From an optimization exercise on the open Yosys and OpenROAD flow, aimed at small area, a short achievable clock period and few clock cycles per item; shortcuts taken in it are not production practice. Only simulation tests tie the RTL to the original design; equivalence was not proved.

==> flow/constraint.sdc <==
create_clock -name core_clock -period 11.0 [get_ports {clk}]
set_input_delay 2.2000 -clock core_clock [delete_from_list [all_inputs] [get_ports {clk}]]
set_output_delay 2.2000 -clock core_clock [all_outputs]
set_load 0.01 [all_outputs]
==> flow/design.v <==
package fpsf_pkg;
	localparam int unsigned COUNT_W    = 32;
	localparam int unsigned FRAC_W     = 16;
	localparam int unsigned POS_W      = COUNT_W + FRAC_W;
	localparam int unsigned SPEED_W    = 24;
	localparam int unsigned DUTY_W     = 16;
	localparam int unsigned POINT_W    = SPEED_W + DUTY_W;
	localparam int unsigned PHASE_W    = 4;
	localparam int unsigned PHASES     = 5;
	localparam int unsigned CFG_IDX_W  = 3;
	localparam int unsigned TABLE_REGS = 6;
	localparam int unsigned PT_IDX_W   = $clog2(TABLE_REGS);
	localparam logic [CFG_IDX_W-1:0] REG_STEP_LIMIT  = 3'd0;
	localparam logic [CFG_IDX_W-1:0] REG_POINT_FIRST = 3'd1;
	localparam logic [CFG_IDX_W-1:0] REG_POINT_LAST  = 3'd6;
	localparam logic [PHASE_W-1:0] PHASE_FIRST = 4'd0;
	localparam logic [PHASE_W-1:0] PHASE_LAST  = 4'd9;
	localparam int unsigned        PHASE_STATES = 10;
endpackage
import fpsf_pkg::*;
module five_phase_stepper_follower #(
	parameter int unsigned CURVE_POINTS = 6
) (
	input  logic                      clk,
	input  logic                      arst_n,
	input  logic                      item_valid,
	output logic                      item_ready,
	input  logic signed [COUNT_W-1:0] item_target_count,
	output logic                      result_valid,
	input  logic                      result_ready,
	output logic signed [COUNT_W-1:0] result_position,
	output logic [PHASE_W-1:0]        result_phase_index,
	output logic [DUTY_W-1:0]         result_duty_a,
	output logic [DUTY_W-1:0]         result_duty_b,
	output logic [DUTY_W-1:0]         result_duty_c,
	output logic [DUTY_W-1:0]         result_duty_d,
	output logic [DUTY_W-1:0]         result_duty_e,
	input  logic                      cfg_valid,
	output logic                      cfg_ready,
	input  logic [CFG_IDX_W-1:0]      cfg_index,
	input  logic [POINT_W-1:0]        cfg_data
);
	localparam logic [7:0] STEP_CUT = 8'b0111_1111;
	function automatic int unsigned cuts_below(input int unsigned n);
		cuts_below = 0;
		for (int unsigned i = 0; i < n; i++) begin
			if (STEP_CUT[i]) cuts_below = cuts_below + 1;
		end
	endfunction
	localparam int unsigned NDIV = cuts_below(7);
	function automatic logic [PHASES-1:0] phase_pattern(input logic [PHASE_W-1:0] idx);
		case (idx)
			4'd0:    phase_pattern = 5'b00011;
			4'd1:    phase_pattern = 5'b00010;
			4'd2:    phase_pattern = 5'b00110;
			4'd3:    phase_pattern = 5'b00100;
			4'd4:    phase_pattern = 5'b01100;
			4'd5:    phase_pattern = 5'b01000;
			4'd6:    phase_pattern = 5'b11000;
			4'd7:    phase_pattern = 5'b10000;
			4'd8:    phase_pattern = 5'b10001;
			4'd9:    phase_pattern = 5'b00001;
			default: phase_pattern = 5'b00000;
		endcase
	endfunction
	logic [SPEED_W-1:0] step_limit_q;
	logic [SPEED_W-1:0] sp [TABLE_REGS];
	logic [DUTY_W-1:0]  du [TABLE_REGS];
	logic [SPEED_W-1:0] lim_q;
	logic               cfgw_q, cfgw2_q;
	assign cfg_ready = 1'b1;
	always_ff @(posedge clk or negedge arst_n) begin
		if (!arst_n) begin
			step_limit_q <= '0;
			for (int i = 0; i < TABLE_REGS; i++) begin
				sp[i] <= '0;
				du[i] <= '0;
			end
			lim_q   <= '0;
			cfgw_q  <= 1'b0;
			cfgw2_q <= 1'b0;
		end else begin
			if (cfg_valid) begin
				if (cfg_index == REG_STEP_LIMIT) begin
					step_limit_q <= cfg_data[SPEED_W-1:0];
				end else if (cfg_index >= REG_POINT_FIRST && cfg_index <= REG_POINT_LAST) begin
					sp[PT_IDX_W'(cfg_index - REG_POINT_FIRST)] <= cfg_data[POINT_W-1:DUTY_W];
					du[PT_IDX_W'(cfg_index - REG_POINT_FIRST)] <= cfg_data[DUTY_W-1:0];
				end
			end
			lim_q   <= (step_limit_q > sp[TABLE_REGS-1]) ? sp[TABLE_REGS-1] : step_limit_q;
			cfgw_q  <= cfg_valid;
			cfgw2_q <= cfgw_q;
		end
	end
	logic adv;
	logic rv_q;
	logic a_go;
	assign adv        = !rv_q || result_ready;
	assign item_ready = adv && !cfgw_q && !cfgw2_q;
	assign a_go       = adv && !cfgw_q && !cfgw2_q;
	logic                      v0_q;
	logic signed [COUNT_W-1:0] t0_q;
	logic signed [POS_W-1:0]   pos_q;
	logic signed [POS_W:0]     pp_q, pm_q;
	logic                      pm_nz_q;
	logic signed [POS_W-1:0]   tgt;
	logic signed [POS_W:0]     tgt_x, pos_x, lim_x;
	logic                      gt, lt, dneg;
	logic [SPEED_W:0]          d_lo, nd_lo;
	logic signed [POS_W:0]     pp_inc, pm_dec, tg_inc, tg_dec;
	logic signed [POS_W-1:0]   pos_next;
	logic signed [POS_W:0]     pp_next, pm_next;
	logic                      pm_nz_next;
	logic [SPEED_W-1:0]        a_s;
	logic                      a_neg;
	assign tgt   = {t0_q, {FRAC_W{1'b0}}};
	assign tgt_x = (POS_W+1)'(tgt);
	assign pos_x = (POS_W+1)'(pos_q);
	assign lim_x = $signed({{(POS_W+1-SPEED_W){1'b0}}, lim_q});
	assign gt = $signed({t0_q[COUNT_W-1], t0_q}) > $signed(pp_q[POS_W:FRAC_W]);
	assign lt = ($signed({t0_q[COUNT_W-1], t0_q}) < $signed(pm_q[POS_W:FRAC_W]))
		|| (({t0_q[COUNT_W-1], t0_q} == pm_q[POS_W:FRAC_W]) && pm_nz_q);
	assign d_lo  = tgt[SPEED_W:0] - pos_q[SPEED_W:0];
	assign nd_lo = pos_q[SPEED_W:0] - tgt[SPEED_W:0];
	assign dneg  = d_lo[SPEED_W];
	assign pp_inc = pp_q + lim_x;
	assign pm_dec = pm_q - lim_x;
	assign tg_inc = tgt_x + lim_x;
	assign tg_dec = tgt_x - lim_x;
	assign pos_next   = gt ? pp_q[POS_W-1:0] : (lt ? pm_q[POS_W-1:0] : tgt);
	assign pp_next    = gt ? pp_inc : (lt ? pos_x : tg_inc);
	assign pm_next    = gt ? pos_x : (lt ? pm_dec : tg_dec);
	assign pm_nz_next = gt ? (pos_q[FRAC_W-1:0] != '0)
		: (lt ? (pm_dec[FRAC_W-1:0] != '0) : (lim_q[FRAC_W-1:0] != '0));
	assign a_s   = (gt || lt) ? lim_q : (dneg ? nd_lo[SPEED_W-1:0] : d_lo[SPEED_W-1:0]);
	assign a_neg = lt || (!gt && dneg);
	always_ff @(posedge clk or negedge arst_n) begin
		if (!arst_n) begin
			v0_q    <= 1'b0;
			pos_q   <= '0;
			pp_q    <= '0;
			pm_q    <= '0;
			pm_nz_q <= 1'b0;
		end else begin
			if (item_valid && item_ready) begin
				v0_q <= 1'b1;
			end else if (a_go) begin
				v0_q <= 1'b0;
			end
			if (a_go && v0_q) begin
				pos_q   <= pos_next;
				pp_q    <= pp_next;
				pm_q    <= pm_next;
				pm_nz_q <= pm_nz_next;
			end else if (cfgw_q) begin
				pp_q    <= pos_x;
				pm_q    <= pos_x;
			end else if (cfgw2_q) begin
				pp_q    <= pp_inc;
				pm_q    <= pm_dec;
				pm_nz_q <= (pm_dec[FRAC_W-1:0] != '0);
			end
		end
	end
	always_ff @(posedge clk) begin
		if (item_valid && item_ready) begin
			t0_q <= item_target_count;
		end
	end
	logic                      v1_q;
	logic [SPEED_W-1:0]        s1_s;
	logic                      s1_neg;
	logic [TABLE_REGS-1:0]     below;
	logic [2:0]                b_seg;
	always_comb begin
		for (int i = 0; i < TABLE_REGS; i++) begin
			below[i] = s1_s < sp[i];
		end
		casez (below)
			6'b?????1: b_seg = 3'd0;
			6'b????10: b_seg = 3'd1;
			6'b???100: b_seg = 3'd2;
			6'b??1000: b_seg = 3'd3;
			6'b?10000: b_seg = 3'd4;
			6'b100000: b_seg = 3'd5;
			default:   b_seg = 3'd6;
		endcase
	end
	always_ff @(posedge clk or negedge arst_n) begin
		if (!arst_n) begin
			v1_q <= 1'b0;
		end else if (adv) begin
			v1_q <= a_go && v0_q;
		end
	end
	always_ff @(posedge clk) begin
		if (adv) begin
			s1_s   <= a_s;
			s1_neg <= a_neg;
		end
	end
	logic                      v2_q;
	logic [SPEED_W-1:0]        s2_s;
	logic [2:0]                s2_seg;
	logic                      s2_neg;
	logic [SPEED_W-1:0] c_x1, c_x2;
	logic [DUTY_W-1:0]  c_y1, c_y2;
	logic               c_int;
	logic [SPEED_W-1:0] c_ds, c_dx;
	logic [DUTY_W:0]    c_dy;
	always_comb begin
		c_x1  = '0;
		c_x2  = '1;
		c_y1  = '0;
		c_y2  = '0;
		c_int = 1'b0;
		for (int i = 1; i < TABLE_REGS; i++) begin
			if (s2_seg == 3'(i)) begin
				c_x1  = sp[i-1];
				c_x2  = sp[i];
				c_y1  = du[i-1];
				c_y2  = du[i];
				c_int = 1'b1;
			end
		end
	end
	assign c_ds  = c_int ? (s2_s - c_x1) : '0;
	assign c_dx  = c_x2 - c_x1;
	assign c_dy  = {1'b0, c_y2} - {1'b0, c_y1};
	always_ff @(posedge clk or negedge arst_n) begin
		if (!arst_n) begin
			v2_q <= 1'b0;
		end else if (adv) begin
			v2_q <= v1_q;
		end
	end
	always_ff @(posedge clk) begin
		if (adv) begin
			s2_s   <= s1_s;
			s2_seg <= b_seg;
			s2_neg <= s1_neg;
		end
	end
	logic                      v3_q;
	logic [SPEED_W-1:0]        s3_ds, s3_dx;
	logic [DUTY_W:0]           s3_dy;
	logic                      s3_neg;
	logic [2:0]                s3_seg;
	logic [SPEED_W-1:0]        s3_s;
	logic                      s3_mneg;
	always_ff @(posedge clk or negedge arst_n) begin
		if (!arst_n) begin
			v3_q <= 1'b0;
		end else if (adv) begin
			v3_q <= v2_q;
		end
	end
	always_ff @(posedge clk) begin
		if (adv) begin
			s3_ds  <= c_ds;
			s3_dx  <= c_dx;
			s3_dy  <= c_dy;
			s3_neg <= c_dy[DUTY_W];
			s3_seg <= s2_seg;
			s3_s    <= s2_s;
			s3_mneg <= s2_neg;
		end
	end
	logic                      dv_v   [NDIV+1];
	logic [SPEED_W-1:0]        dv_rem [NDIV+1];
	logic [DUTY_W-1:0]         dv_w   [NDIV+1];
	logic [SPEED_W-1:0]        dv_dx  [NDIV+1];
	logic                      dv_neg [NDIV+1];
	logic [2:0]                dv_seg [NDIV+1];
	logic [SPEED_W-1:0]        dv_s    [NDIV+1];
	logic                      dv_mneg [NDIV+1];
	localparam logic [POINT_W-1:0] BOOTH_K = 40'hAAAC000000;
	logic [POINT_W-1:0] pp [10];
	always_comb begin
		logic [18:0] bx;
		logic [2:0]  tr;
		logic [25:0] mag;
		logic        b1, b2, ng;
		logic [8:0]  ngv;
		bx = {s3_dy[DUTY_W], s3_dy, 1'b0};
		for (int i = 0; i < 9; i++) begin
			tr  = bx[2*i +: 3];
			b1  = tr[1] ^ tr[0];
			b2  = (tr == 3'b011) || (tr == 3'b100);
			ng  = (tr[2] && !(tr[1] && tr[0])) ^ s3_dy[DUTY_W];
			ngv[i] = ng;
			mag = ({26{b1}} & {2'b00, s3_ds}) | ({26{b2}} & {1'b0, s3_ds, 1'b0});
			pp[i] = POINT_W'({!ng, (ng ? ~mag : mag)}) << (2 * i);
		end
		for (int i = 0; i < 8; i++) begin
			pp[i+1][2*i] = ngv[i];
		end
		pp[9] = BOOTH_K;
		pp[9][16] = ngv[8];
	end
	function automatic logic [2*POINT_W-1:0] csa(input logic [POINT_W-1:0] a, input logic [POINT_W-1:0] b,
	                                               input logic [POINT_W-1:0] c);
		logic [POINT_W-1:0] sm, cy;
		sm = a ^ b ^ c;
		cy = ((a & b) | (a & c) | (b & c)) << 1;
		csa = {cy, sm};
	endfunction
	logic [POINT_W-1:0] t1 [7];
	logic [POINT_W-1:0] t2 [5];
	logic [POINT_W-1:0] t3 [4];
	logic [POINT_W-1:0] t4 [3];
	logic [POINT_W-1:0] m_s, m_c;
	assign {t1[1], t1[0]} = csa(pp[0], pp[1], pp[2]);
	assign {t1[3], t1[2]} = csa(pp[3], pp[4], pp[5]);
	assign {t1[5], t1[4]} = csa(pp[6], pp[7], pp[8]);
	assign t1[6] = pp[9];
	assign {t2[1], t2[0]} = csa(t1[0], t1[1], t1[2]);
	assign {t2[3], t2[2]} = csa(t1[3], t1[4], t1[5]);
	assign t2[4] = t1[6];
	assign {t3[1], t3[0]} = csa(t2[0], t2[1], t2[2]);
	assign t3[2] = t2[3];
	assign t3[3] = t2[4];
	assign {t4[1], t4[0]} = csa(t3[0], t3[1], t3[2]);
	assign t4[2] = t3[3];
	assign {m_c, m_s} = csa(t4[0], t4[1], t4[2]);
	logic                      v4_q;
	logic [POINT_W-1:0]        s4_ms, s4_mc;
	logic [SPEED_W-1:0]        s4_dx;
	logic                      s4_neg;
	logic [2:0]                s4_seg;
	logic [SPEED_W-1:0]        s4_s;
	logic                      s4_mneg;
	always_ff @(posedge clk or negedge arst_n) begin
		if (!arst_n) begin
			v4_q <= 1'b0;
		end else if (adv) begin
			v4_q <= v3_q;
		end
	end
	always_ff @(posedge clk) begin
		if (adv) begin
			s4_ms  <= m_s;
			s4_mc  <= m_c;
			s4_dx  <= s3_dx;
			s4_neg <= s3_neg;
			s4_seg <= s3_seg;
			s4_s    <= s3_s;
			s4_mneg <= s3_mneg;
		end
	end
	logic [POINT_W-1:0] prod;
	assign prod = s4_ms + s4_mc;
	logic [SPEED_W-1:0] st_rem [8];
	logic [DUTY_W-1:0]  st_w   [8];
	logic [1:0]         st_q   [8];
	always_ff @(posedge clk or negedge arst_n) begin
		if (!arst_n) begin
			dv_v[0] <= 1'b0;
		end else if (adv) begin
			dv_v[0] <= v4_q;
		end
	end
	always_ff @(posedge clk) begin
		if (adv) begin
			dv_rem[0] <= prod[POINT_W-1:DUTY_W];
			dv_w[0]   <= prod[DUTY_W-1:0];
			dv_dx[0]  <= s4_dx;
			dv_neg[0] <= s4_neg;
			dv_seg[0] <= s4_seg;
			dv_s[0]    <= s4_s;
			dv_mneg[0] <= s4_mneg;
		end
	end
	for (genvar j = 0; j < 8; j++) begin : g_step
		localparam int unsigned K = cuts_below(j);
		logic [SPEED_W-1:0] rin;
		logic [DUTY_W-1:0]  win;
		logic [SPEED_W+1:0] trial;
		logic [SPEED_W+2:0] d1, d2, d3;
		logic [SPEED_W-1:0] dx;
		if (j == 0 || STEP_CUT[j-1]) begin : g_src_reg
			assign rin = dv_rem[K];
			assign win = dv_w[K];
		end else begin : g_src_step
			assign rin = st_rem[j-1];
			assign win = st_w[j-1];
		end
		assign dx    = dv_dx[K];
		assign trial = {rin, win[DUTY_W-1 -: 2]};
		assign d1 = {1'b0, trial} - (SPEED_W+3)'(dx);
		assign d2 = {1'b0, trial} - (SPEED_W+3)'({dx, 1'b0});
		assign d3 = {1'b0, trial} - (SPEED_W+3)'({dx, 1'b0}) - (SPEED_W+3)'(dx);
		always_comb begin
			if (!d3[SPEED_W+2]) begin
				st_q[j]   = 2'd3;
				st_rem[j] = d3[SPEED_W-1:0];
			end else if (!d2[SPEED_W+2]) begin
				st_q[j]   = 2'd2;
				st_rem[j] = d2[SPEED_W-1:0];
			end else if (!d1[SPEED_W+2]) begin
				st_q[j]   = 2'd1;
				st_rem[j] = d1[SPEED_W-1:0];
			end else begin
				st_q[j]   = 2'd0;
				st_rem[j] = trial[SPEED_W-1:0];
			end
		end
		assign st_w[j] = {win[DUTY_W-3:0], st_q[j]};
		if (j < 7 && STEP_CUT[j]) begin : g_cut
			always_ff @(posedge clk or negedge arst_n) begin
				if (!arst_n) begin
					dv_v[K+1] <= 1'b0;
				end else if (adv) begin
					dv_v[K+1] <= dv_v[K];
				end
			end
			always_ff @(posedge clk) begin
				if (adv) begin
					dv_rem[K+1] <= st_rem[j];
					dv_w[K+1]   <= st_w[j];
					dv_dx[K+1]  <= dv_dx[K];
					dv_neg[K+1] <= dv_neg[K];
					dv_seg[K+1] <= dv_seg[K];
					dv_s[K+1]    <= dv_s[K];
					dv_mneg[K+1] <= dv_mneg[K];
				end
			end
		end
	end
	logic                      fq_v;
	logic [DUTY_W-1:0]         fq_q;
	logic                      fq_neg;
	logic [2:0]                fq_seg;
	logic signed [POS_W-1:0]   pb_q;
	logic                      fq_mneg;
	logic signed [COUNT_W-1:0] last_int_q;
	logic [PHASE_W-1:0]        idx_q;
	always_ff @(posedge clk or negedge arst_n) begin
		if (!arst_n) begin
			fq_v <= 1'b0;
			pb_q <= '0;
		end else if (adv) begin
			fq_v <= dv_v[NDIV];
			if (dv_v[NDIV]) begin
				pb_q <= dv_mneg[NDIV] ? (pb_q - POS_W'(dv_s[NDIV])) : (pb_q + POS_W'(dv_s[NDIV]));
			end
		end
	end
	always_ff @(posedge clk) begin
		if (adv) begin
			fq_q   <= st_w[7];
			fq_neg <= dv_neg[NDIV];
			fq_seg <= dv_seg[NDIV];
			fq_mneg <= dv_mneg[NDIV];
		end
	end
	logic signed [COUNT_W-1:0] f_int;
	logic [PHASE_W-1:0]        f_idx;
	logic                      push;
	assign f_int = pb_q[POS_W-1:FRAC_W] + COUNT_W'(pb_q[POS_W-1] && (pb_q[FRAC_W-1:0] != '0));
	always_comb begin
		f_idx = idx_q;
		if (f_int != last_int_q) begin
			if (fq_mneg) begin
				f_idx = (idx_q == PHASE_FIRST) ? PHASE_LAST : idx_q - 4'd1;
			end else begin
				f_idx = (idx_q >= PHASE_LAST) ? PHASE_FIRST : idx_q + 4'd1;
			end
		end
	end
	always_ff @(posedge clk or negedge arst_n) begin
		if (!arst_n) begin
			last_int_q <= '0;
			idx_q      <= PHASE_FIRST;
		end else if (push) begin
			last_int_q <= f_int;
			idx_q      <= f_idx;
		end
	end
	logic [DUTY_W-1:0] f_base;
	logic [DUTY_W-1:0] f_duty;
	always_comb begin
		f_base = du[0];
		for (int i = 1; i < TABLE_REGS; i++) begin
			if (fq_seg == 3'(i)) f_base = du[i-1];
		end
		if (fq_seg == 3'd6) f_base = du[TABLE_REGS-1];
	end
	assign f_duty = fq_neg ? (f_base - fq_q) : (f_base + fq_q);
	assign push   = adv && fq_v;
	logic signed [COUNT_W-1:0] r_pos;
	logic [PHASE_W-1:0]        r_idx;
	logic [PHASES-1:0]         r_pat;
	logic [DUTY_W-1:0]         r_duty;
	always_ff @(posedge clk or negedge arst_n) begin
		if (!arst_n) begin
			rv_q <= 1'b0;
		end else if (adv) begin
			rv_q <= push;
		end
	end
	always_ff @(posedge clk) begin
		if (push) begin
			r_pos  <= f_int;
			r_idx  <= f_idx;
			r_pat  <= phase_pattern(f_idx);
			r_duty <= f_duty;
		end
	end
	assign result_valid       = rv_q;
	assign result_position    = r_pos;
	assign result_phase_index = r_idx;
	assign result_duty_a      = r_pat[0] ? r_duty : '0;
	assign result_duty_b      = r_pat[1] ? r_duty : '0;
	assign result_duty_c      = r_pat[2] ? r_duty : '0;
	assign result_duty_d      = r_pat[3] ? r_duty : '0;
	assign result_duty_e      = r_pat[4] ? r_duty : '0;
endmodule
==> flow/config.mk <==
export PLATFORM = sky130hd
export DESIGN_NAME = five_phase_stepper_follower
export DESIGN_NICKNAME = five_phase_stepper_follower
export VERILOG_FILES = /design/flow/design.v
export SDC_FILE = /design/flow/constraint.sdc
export NUM_CORES = 4
export LEC_CHECK = 0
export CAP_MARGIN = 20
export CORE_MARGIN = 2
export CORE_UTILIZATION = 62
export SLEW_MARGIN = 20
==> flow/flow/run.sh <==
#!/bin/bash
set -euo pipefail
bash standard.sh SETUP_SLACK_MARGIN=5.5 finish > standard.log 2>&1
==> flow/standard.sh <==
#!/bin/bash
# synth_recipe.tcl (not shown) runs the flow's synth.tcl, then flattens the netlist and writes it again
# the make line also repeats each setting of config.mk as NAME=value (left out here)
make -C /OpenROAD-flow-scripts/flow DESIGN_CONFIG=/design/flow/config.mk WORK_HOME=/design/flow/orfs CLKGATE_MAP_FILE= SYNTH_SCRIPT=/design/flow/synth_recipe.tcl "${@:-finish}"
==> results.yml, run 1 <==
clock_network:
  clk_path_buf_depth: 3
  clkSlewWorstSetupHoldPaths_ns: 0.06
  htreeDepth: 4
  clock_sinks: 1663
  cts_buffers: 180
  cts_root_buffer: "clkbuf_16"
  hold_buffers: 0
  clk_latency_ns: 0.89
  cts_tree: "built"
synthesis:
  ys_ff_latch: 1663
  syn_area_per_cell_um2: 9.76
  synth-main-ff-cell: "edfxtp_1"
  synth_warnings: 19
  synth_nets: 13848
  synth-async-reset-ratio_pct: 32.2
  syn-cell-area_um2: 121000
  synth_area_leaders: "edfxtp_1, ha_1, dfrtp_1, xnor2_1, o21ai_0"
  synth_cells: 12436
  yosys.area.top_type: "edfxtp_1"
  synth_top_area_share_pct: 27.9
  yosysSeqAreaShare_pct: 38.9
  yosysUniqueCellTypes: 94
  synth_edf_count: 1127
worst_setup_path:
  critPathTopFamily: "compound AO/OA/AOI/OAI gates"
  critPathKind: "flop to flop"
  endpoint_kind: "flop"
  cpPeakStageDelay_ns: 0.40
  crit_arrival_ns: 6.24
  critPathLaunchType: "flop"
  critPathMaxFanout: 6
  crit_required_ns: 11.62
  cpMaxStageDelayCell: "edfxtp_1"
  crit_buf_inv: 5
floorplanning:
  start_util_pct: 62.3
  std_cell_rows: 162
  die_area_um2: 199000
  io_pins: 199
  die-height_um: 447
  coreArea_um2: 195000
  die_w_um: 447
placement:
  place_ws_ns: 3.45
  hpwl_um: 253000
  gp_congestion: 0.963
  dp.cells: 14861
  portBuffers: 197
  placed_cell_area_um2: 126000
global_routing:
  grt_pass1_vias: 94126
  grt_use_total_pct: 34.2
  antenna_found_initial: 43
  grt_pass1_wl_um: 537000
  grt_max_degree: 164
  overflow: 0
detailed_routing:
  drt_iter0_drc: 10051
  viasPerCell: 6.37
  post-route-drc-count: 0
  via_count: 97966
  wl_per_cell_um: 22.8
  wl_um: 351000
  dr.pass1.iters: 10
  ant_nets: 0
sta:
  setup_viol: 0
  worst_slew_pin_slew_ns: 1.18
  skew_ns: 0.0872
  fin_ws_ns: 5.38
  relSlewSlack_pct: 20.9
  period_needed_ns: 5.62
  rsz0062_at_grt: "true"
  period_share_pct: 51.1
  tns_ns: 0
  max_freq_mhz: 178
  hold_slack_ns: 0.364
  slew_viol_final: 0
  finalHoldViolations: 0
hold_path:
  min-delay-path-class: "flop to flop"
layout:
  design_area_um2: 136000
  final_layout_size_suffix_gt1_share_pct: 9.08
  fin_util_pct: 69.7
  syn_to_final_growth_pct: 11.9
  final_cell_count_no_fill: 15386
  layout.nets: 13994
run_status:
  status: "complete, no violations"
job:
  drv_cap: 0
layout make-up:
type / instances / area [um^2]
Antenna cell: 23 / 57.6
Clock buffer: 220 / 4790
Tap cell: 2624 / 3280
Multi-Input combinational cell: 9331 / 70400
Fill cell: 14644 / 59000
Timing Repair Buffer: 470 / 4780
Timing Repair inverter: 4 / 48.8
Inverter: 932 / 3590
Sequential cell: 1663 / 47300
Clock inverter: 119 / 1620
repair_timing:
item                                    in CTS  in global routing
buffers inserted                            57                 83
cloned                                       8                 15
pin swaps                                   47                132
endpoints found under the setup margin     192                594
resized for setup                          158                266
kinds of logic (layout without fill, tap and decap cells):
group           Yosys count  after routing  synth area share, %
flops                  1663           1663                 38.9
compound gates         3403           3403                 17.9
mux                     507            507                 4.43
xor+xnor               1038           1038                 7.49
buf+inv                1442           1745                 4.48
simple gates           3050           3050                 11.8
fa+ha+maj              1332           1332                 14.9
other cells               1             24              0.00309
worst reg2reg max path, delay by kind of cell (launching register included):
family	cells	cell delay [ns]
AO/OA/AOI/OAI	15	2.78
flip-flops	1	0.40
adder cells (fa/ha/maj)	4	1.02
AND/OR/NAND/NOR	4	0.64
buffers and inverters	5	0.54
synth_stat cells, types with 69 or more instances:
cell and instances:
xor2_1 429, xnor2_1 609, nand2_1 960, nor3_1 234, a211oi_1 125, nand4_1 99, o211ai_1 78, a21o_1 319
nand2b_1 183, fa_1 197, and2_1 113, edfxtp_1 1127, o21ai_0 895, a22oi_1 258, a21oi_1 785, clkbuf_1 448
nor2b_1 165, nor2_1 791, o22ai_1 114, o21a_1 129, o21bai_1 79, a31oi_1 89, and3_1 69, dfrtp_1 536
mux2i_1 267, ha_1 1135, nand3_1 196, mux2_2 239, inv_1 923
state kept, by name (all words and copies together), names as in the netlist, 32 cells and up:
register / count
sp: 144
dv_rem: 192
last_int_q: 32
du: 96
pp_q: 49
r_pos: 32
pb_q: 48
s4_mc: 34
dv_dx: 192
dv_s: 192
pos_q: 48
dv_w: 128
pm_q: 49
t0_q: 32
s4_ms: 40
final timing paths:
check                             from  slack [ns]           end  depth (start not counted)
max                        dv_w[6][15]        5.38  dv_rem[7][3]                         28
min                         dv_w[1][3]        0.36    dv_w[2][5]                          0
max reg2reg                dv_w[6][15]        5.38  dv_rem[7][3]                         28
min reg2reg                 dv_w[1][3]        0.36    dv_w[2][5]                          0
max in group asynchronous       arst_n        7.97      pb_q[15]                          2
min in group asynchronous       arst_n        1.33      pm_q[21]                          1
layer usage:
metal  vias to the layer above  track usage (%)  share of wire [%]
met2                      4057             52.5                 44
met5                         -                0              0.025
met3                       817             6.10                8.4
met4                        12             15.1                4.5
li1                      45475                -                  -
met1                     47605             47.6                 43
placed cells by master (no fill, tap or decap), drive strengths merged, types with 125 or more instances in the layout:
master / n
a21oi: 785
xor2: 429
nor3: 234
nor2b: 165
mux2: 240
clkdlybuf4s50: 195
a211oi: 125
dfrtp: 536
edfxtp: 1127
nand3: 197
ha: 1135
clkbuf: 232
mux2i: 267
fa: 197
o21ai: 901
xnor2: 609
nand2b: 184
a22oi: 258
nand2: 960
o21a: 129
nor2: 791
a21o: 319
buf: 263
inv: 938
Testbench counts, summed over its fixed seeds: cycles 10,560, items 9,600.
==> run 2: changes to the inputs <==
==> flow/flow/run.sh (replaced) <==
#!/bin/bash
set -euo pipefail
bash standard.sh SETUP_SLACK_MARGIN=6.0 finish > standard.log 2>&1
==> run 2 against run 1 <==
Utilization up 1.3 points. Area after synthesis unchanged. Die area unchanged. Global-route usage up 0.39 points. Maximum frequency up 4.1%. Via count up 0.81%. Non-clock buffer count up 139. Synthesized cell count unchanged. Clock-buffer cell count down 12. Register-to-register slack better by 0.22 ns.
==> results.yml, run 2 <==
run_status:
  status: "complete, no violations"
clock_network:
  htreeDepth: 4
  clk_path_buf_depth: 3
  clk_latency_ns: 0.86
  cts_buffers: 178
  clkSlewWorstSetupHoldPaths_ns: 0.06
  clock_sinks: 1663
  cts_tree: "built"
  hold_buffers: 0
  cts_root_buffer: "clkbuf_16"
floorplanning:
  io_pins: 199
  std_cell_rows: 162
  start_util_pct: 62.3
  die-height_um: 447
  die_area_um2: 199000
  coreArea_um2: 195000
  die_w_um: 447
hold_path:
  hold_path_depth: 0
  min_to: "dv_w[5][7]"
  min-delay-path-class: "flop to flop"
  worstHoldStart: "dv_w[4][5]"
worst_setup_path:
  crit_required_ns: 11.59
  worstReg2RegEnd: "dv_rem[7][20]"
  ff2ff_setup_slack_ns: 5.60
  critPathLaunchType: "flop"
  r2r_start: "dv_w[6][15]"
  crit_arrival_ns: 5.98
  critPathKind: "flop to flop"
  endpoint_kind: "flop"
  critPathMaxFanout: 6
  reg2reg_depth: 26
sta:
  rsz0062_at_grt: "true"
  slew_viol_final: 0
  finalHoldViolations: 0
  tns_ns: 0
  relSlewSlack_pct: 17.4
  period_share_pct: 49.1
  period_needed_ns: 5.40
  hold_slack_ns: 0.377
  max_freq_mhz: 185
  setup_viol: 0
  fin_ws_ns: 5.60
  worst_slew_pin_slew_ns: 1.24
  skew_ns: 0.0547
layout:
  final_layout_size_suffix_gt1_share_pct: 11.7
  seqCellArea_um2: 47300
  top_regs: "dv_dx (192), dv_rem (192), dv_s (192)"
  fill_cells: 14384
  multi_input_area_um2: 71800
  fin_util_pct: 71.1
  syn_to_final_growth_pct: 14.0
  layout.nets: 14135
  final_cell_count_no_fill: 15517
  final_common_cell: "edfxtp_1"
  final_cell_mix: "edfxtp_1, ha_1, nand2_1, inv_1, nor2_1"
placement:
  portBuffers: 197
  dp.cells: 14860
  gp_congestion: 0.965
  place_ws_ns: 3.63
  hpwl_um: 253000
detailed_routing:
  post-route-drc-count: 0
  via_count: 98756
  wl_um: 356000
  met3WireLength_um: 28700
  ant_nets: 0
  dr.pass1.iters: 6
  wl_per_cell_um: 23.0
  viasPerCell: 6.36
  maxUsedRoutingLayer: "met5"
  drt_iter0_drc: 9794
  wl_met2_um: 160000
  met1_length_um: 150000
global_routing:
  antenna_found_initial: 31
  overflow: 0
  grt_pass1_vias: 95415
  grt_use_total_pct: 34.6
  grt_pass1_wl_um: 544000
  grt_max_degree: 165
synthesis:
  synth_cells: 12436
  ys_ff_latch: 1663
  synth_area_leaders: "edfxtp_1, ha_1, dfrtp_1, xnor2_1, o21ai_0"
  synth_edf_count: 1127
  synth_most_common_cell: "ha_1"
  yosys.area.top_type: "edfxtp_1"
  yosysUniqueCellTypes: 94
  synth_warnings: 19
  synth_top_area_share_pct: 27.9
  syn-cell-area_um2: 121000
  synth_nets: 13848
  synth-main-ff-cell: "edfxtp_1"
  yosysSeqAreaShare_pct: 38.9
  synth-async-reset-ratio_pct: 32.2
  syn_area_per_cell_um2: 9.76
  yosys-top-cells-count: "ha_1, edfxtp_1, nand2_1"
job:
  drv_cap: 0
[run 2: worst max-delay path, cell delays in order (launching register included)]
cell and delay, ns:
edfxtp_1 0.41, inv_2 0.11, ha_4 0.14, inv_2 0.04, fa_2 0.36, a21o_1 0.20
a21oi_2 0.18, o21ai_2 0.10, nor2b_4 0.17, o211a_1 0.23, o21a_1 0.19, o21ai_2 0.15
nand2b_1 0.09, a21oi_2 0.16, xnor2_2 0.16, ha_1 0.30, buf_4 0.15, and3_1 0.18
a221o_1 0.36, a21o_1 0.18, a211oi_2 0.18, nand2_1 0.12, ha_4 0.39, clkinv_8 0.11
nand2_8 0.13, nor2_4 0.04, a311o_1 0.31
[run 2: metrics by stage]
step	instance area, um^2
floorplan	122000
global route	138000
detailed placement	126000
finish	138000
CTS	136000
global placement	126000
[run 2: cell families after synthesis]
logic type / share of synthesized area (%)
flops: 38.9
mux: 4.43
xor+xnor: 7.49
fa+ha+maj: 14.9
simple gates: 11.8
compound gates: 17.9
buf+inv: 4.48
other cells: 0.00309
[run 2: worst max path at each step]
stage          slack, ns         start       endpoint  cells after the start
2_1_floorplan       5.70  result_ready    dv_dx[0][0]                      3
3_3_place_gp        3.48   dv_w[2][15]  dv_rem[3][17]                     24
3_5_place_dp        3.63   dv_w[2][15]  dv_rem[3][22]                     26
4_1_cts             5.58   dv_w[6][15]  dv_rem[7][20]                     26
5_1_grt             5.41   dv_w[6][15]  dv_rem[7][20]                     26
6_report            5.60   dv_w[6][15]  dv_rem[7][20]                     26
[run 2: what timing repair did]
item                       4_1_cts  5_1_grt
pin swaps                      179      187
setup buffers                  171       99
cloned                          23       13
setup endpoints to repair      537      514
gates resized for setup        417      408
[run 2: area by class of cell]
cell class,count,area share [%]
antenna,21,0.0380
clock buffer,208,3.35
clock inverter,121,1.12
inverter,932,2.60
multi-input combinational,9332,51.8
sequential,1663,34.1
tap,2624,2.37
timing repair buffer,609,4.48
timing repair inverter,7,0.0596
[run 2: routing by layer]
| metal | GRT usage, % | vias to the layer above |
|---|---|---|
| li1 | - | 45687 |
| met5 | 0 | - |
| met4 | 16.1 | 10 |
| met2 | 53.9 | 4322 |
| met1 | 47.9 | 47854 |
| met3 | 4.91 | 883 |
==> run 3: changes to the inputs <==
==> flow/flow/run.sh (replaced) <==
#!/bin/bash
set -euo pipefail
bash standard.sh SETUP_SLACK_MARGIN=6.5 finish > standard.log 2>&1
==> run 3 against run 2 <==
Critical path depth is 4 lower. Register-to-register slack got worse by 0.05 ns. Final area increased by 4.3%. Non-clock buffer count rose by 289. Still clean. Maximum frequency shrank 0.91%. Global-route usage is 1.8 points higher. Synthesized cell count stayed put. Critical endpoint unchanged. Via count is 3.6% higher. Utilization rose by 3.0 points.
==> results.yml, run 3 <==
clock_network:
  htreeDepth: 4
  cts_buffers: 180
  clk_path_buf_depth: 3
  cts_tree: "built"
  cts_root_buffer: "clkbuf_16"
  clock_sinks: 1663
  clkSlewWorstSetupHoldPaths_ns: 0.06
  hold_buffers: 0
  clk_latency_ns: 0.89
global_routing:
  grt_pass1_wl_um: 567000
  overflow: 0
  grt_pass1_vias: 98582
  antenna_found_initial: 28
  grt_max_degree: 180
  grt_use_total_pct: 36.4
detailed_routing:
  via_count: 102315
  ant_nets: 0
  drt_iter0_drc: 11629
  dr.pass1.iters: 9
  met1_length_um: 156000
  wl_per_cell_um: 24.2
  viasPerCell: 6.46
  post-route-drc-count: 0
  wl_met2_um: 171000
  met3WireLength_um: 37200
  maxUsedRoutingLayer: "met5"
  wl_um: 384000
placement:
  gp_congestion: 0.956
  hpwl_um: 254000
  place_ws_ns: 3.73
  placed_cell_area_um2: 126000
  portBuffers: 197
sta:
  rsz0062_at_grt: "true"
  period_needed_ns: 5.45
  tns_ns: 0
  skew_ns: 0.0753
  max_freq_mhz: 184
  setup_viol: 0
  finalHoldViolations: 0
  relSlewSlack_pct: 19.5
  slew_viol_final: 0
  worst_slew_pin_slew_ns: 1.21
  fin_ws_ns: 5.55
  hold_slack_ns: 0.362
  period_share_pct: 49.5
worst_setup_path:
  crit_arrival_ns: 6.04
  path_cells: "buf_4 > fa_2 > buf_4 > xor2_1 > ha_1 > o21a_1 > o31a_1 > o211ai_1 > a21oi_2 > o31ai_4 > o21ai_2 > a31oi_4 > nor4b_4 > a221o_1 > a21o_1 > a211oi_2 > nand2_1 > ha_4 > clkinv_8 > nand2_8 > nor2_1 > a311o_1"
  cpMaxStageDelayCell: "edfxtp_1"
  critPathLaunchType: "flop"
  crit_required_ns: 11.59
  cpPeakStageDelay_ns: 0.44
  critPathMaxFanout: 7
  critPathKind: "flop to flop"
  crit_top_cell: "buf_4"
  endpoint_kind: "flop"
floorplanning:
  io_pins: 199
  die-height_um: 447
  die_w_um: 447
  coreArea_um2: 195000
  die_area_um2: 199000
  std_cell_rows: 162
  start_util_pct: 62.3
job:
  drv_cap: 0
synthesis:
  yosys-top-cells-count: "ha_1, edfxtp_1, nand2_1"
  synth_most_common_cell: "ha_1"
  yosysUniqueCellTypes: 94
  syn-cell-area_um2: 121000
  synth_warnings: 19
  ys_ff_latch: 1663
  synth-async-reset-ratio_pct: 32.2
  synth_area_leaders: "edfxtp_1, ha_1, dfrtp_1, xnor2_1, o21ai_0"
  synth_nets: 13848
  synth-main-ff-cell: "edfxtp_1"
  yosysSeqAreaShare_pct: 38.9
  syn_area_per_cell_um2: 9.76
  synth_edf_count: 1127
  synth_top_area_share_pct: 27.9
  yosys.area.top_type: "edfxtp_1"
  synth_cells: 12436
layout:
  final_layout_size_suffix_gt1_share_pct: 16.1
  design_area_um2: 144000
  top_regs: "dv_dx (192), dv_rem (192), dv_s (192)"
  syn_to_final_growth_pct: 18.9
  final_cell_mix: "edfxtp_1, ha_1, nand2_1, inv_1, nor2_1"
  layout.nets: 14442
  final_common_cell: "edfxtp_1"
run_status:
  status: "complete, no violations"
hold_path:
  min-delay-path-class: "flop to flop"
[run 3: routing by layer]
layer	track usage, %	up-vias
met5	0	-
met4	17.0	8
met3	7.29	1221
met2	56.0	5149
met1	49.7	49563
li1	-	46374
[run 3: cell families after synthesis]
family          count (synthesis)  share of synthesized area, %
mux                           507                          4.43
flops                        1663                          38.9
xor+xnor                     1038                          7.49
other cells                     1                       0.00309
fa+ha+maj                    1332                          14.9
compound gates               3403                          17.9
buf+inv                      1442                          4.48
simple gates                 3050                          11.8
[run 3: final cells by class]
| class | count | area (um^2) |
|---|---|---|
| clock buffers | 215 | 4690 |
| diodes | 16 | 40.0 |
| flip-flops and latches | 1663 | 47300 |
| clock inverters | 124 | 1640 |
| repair buffers | 898 | 9910 |
| well taps | 2624 | 3280 |
| inverters | 932 | 3620 |
| multi-input cells | 9346 | 73800 |
| fillers | 13365 | 50500 |
| repair inverters | 9 | 108 |
[run 3: metrics by stage]
| step | utilization [%] | std cells |
|---|---|---|
| after floorplan | - | 12436 |
| after global placement | 64.8 | 14860 |
| after detailed placement | 64.8 | 14860 |
| after CTS | 71.5 | 15548 |
| after global routing | 74.1 | 15826 |
| final | 74.1 | 15827 |
[run 3: what timing repair did]
action,in CTS,in global routing
gates resized for setup,821,552
pin swaps,277,377
buffers inserted,280,247
cloned,69,16
endpoints found under the setup margin,586,518
[run 3: path summary, 6_finish.rpt]
check	to	start	slack (ns)	cells past startpoint
max	dv_rem[7][20]	dv_rem[6][0]	5.55	22
min	dv_s[3][13]	dv_s[2][13]	0.36	0
max reg2reg	dv_rem[7][20]	dv_rem[6][0]	5.55	22
min reg2reg	dv_s[3][13]	dv_s[2][13]	0.36	0
max in group asynchronous	du[5][7]	arst_n	7.43	3
min in group asynchronous	pm_q[25]	arst_n	1.32	1
[run 3: critical path, delay by kind of cell, from the launching register on]
| family | cells | cell delay [ns] |
|---|---|---|
| AND/OR/NAND/NOR | 4 | 0.42 |
| flip-flops | 1 | 0.44 |
| adder cells (fa/ha/maj) | 3 | 1.14 |
| AO/OA/AOI/OAI | 11 | 2.48 |
| XOR/XNOR | 1 | 0.24 |
| buffers and inverters | 3 | 0.45 |

==> static timing again, ports no longer ideal <==
Ports are ideal in the flow. The routed layouts listed here were re-timed in OpenROAD.
Step 1 sets driving cells, clkbuf_16 on the clock port and buf_2 on the other inputs (assumed; they add their load-dependent delay and slew).
Step 2 times the ports against the registers' clock, not the clock port: input delays grow and output delays shrink by t, the midpoint of the rising clock arrivals with the driver on.
Three values: ideal ports, drivers, drivers and shift; two values: the first two.
run	shift t [ns]	slack for setup (ns)	worst register clock-pin slew, ns	worst slew at a driven data input, ns	cell pins on the clock port's net
run 1	0.945	5.380 / 5.380 / 4.820	0.07 / 0.07	0.21	1
run 2	0.931	5.602 / 5.602 / 5.343	0.07 / 0.07	0.22	1
run 3	0.946	5.553 / 5.553 / 5.553	0.07 / 0.07	0.23	1
After both steps setup and hold are still met in every run listed. For run 1, which loses most, drivers alone change the setup slack by 0.000 ns; drivers and shift together by -0.560 ns.
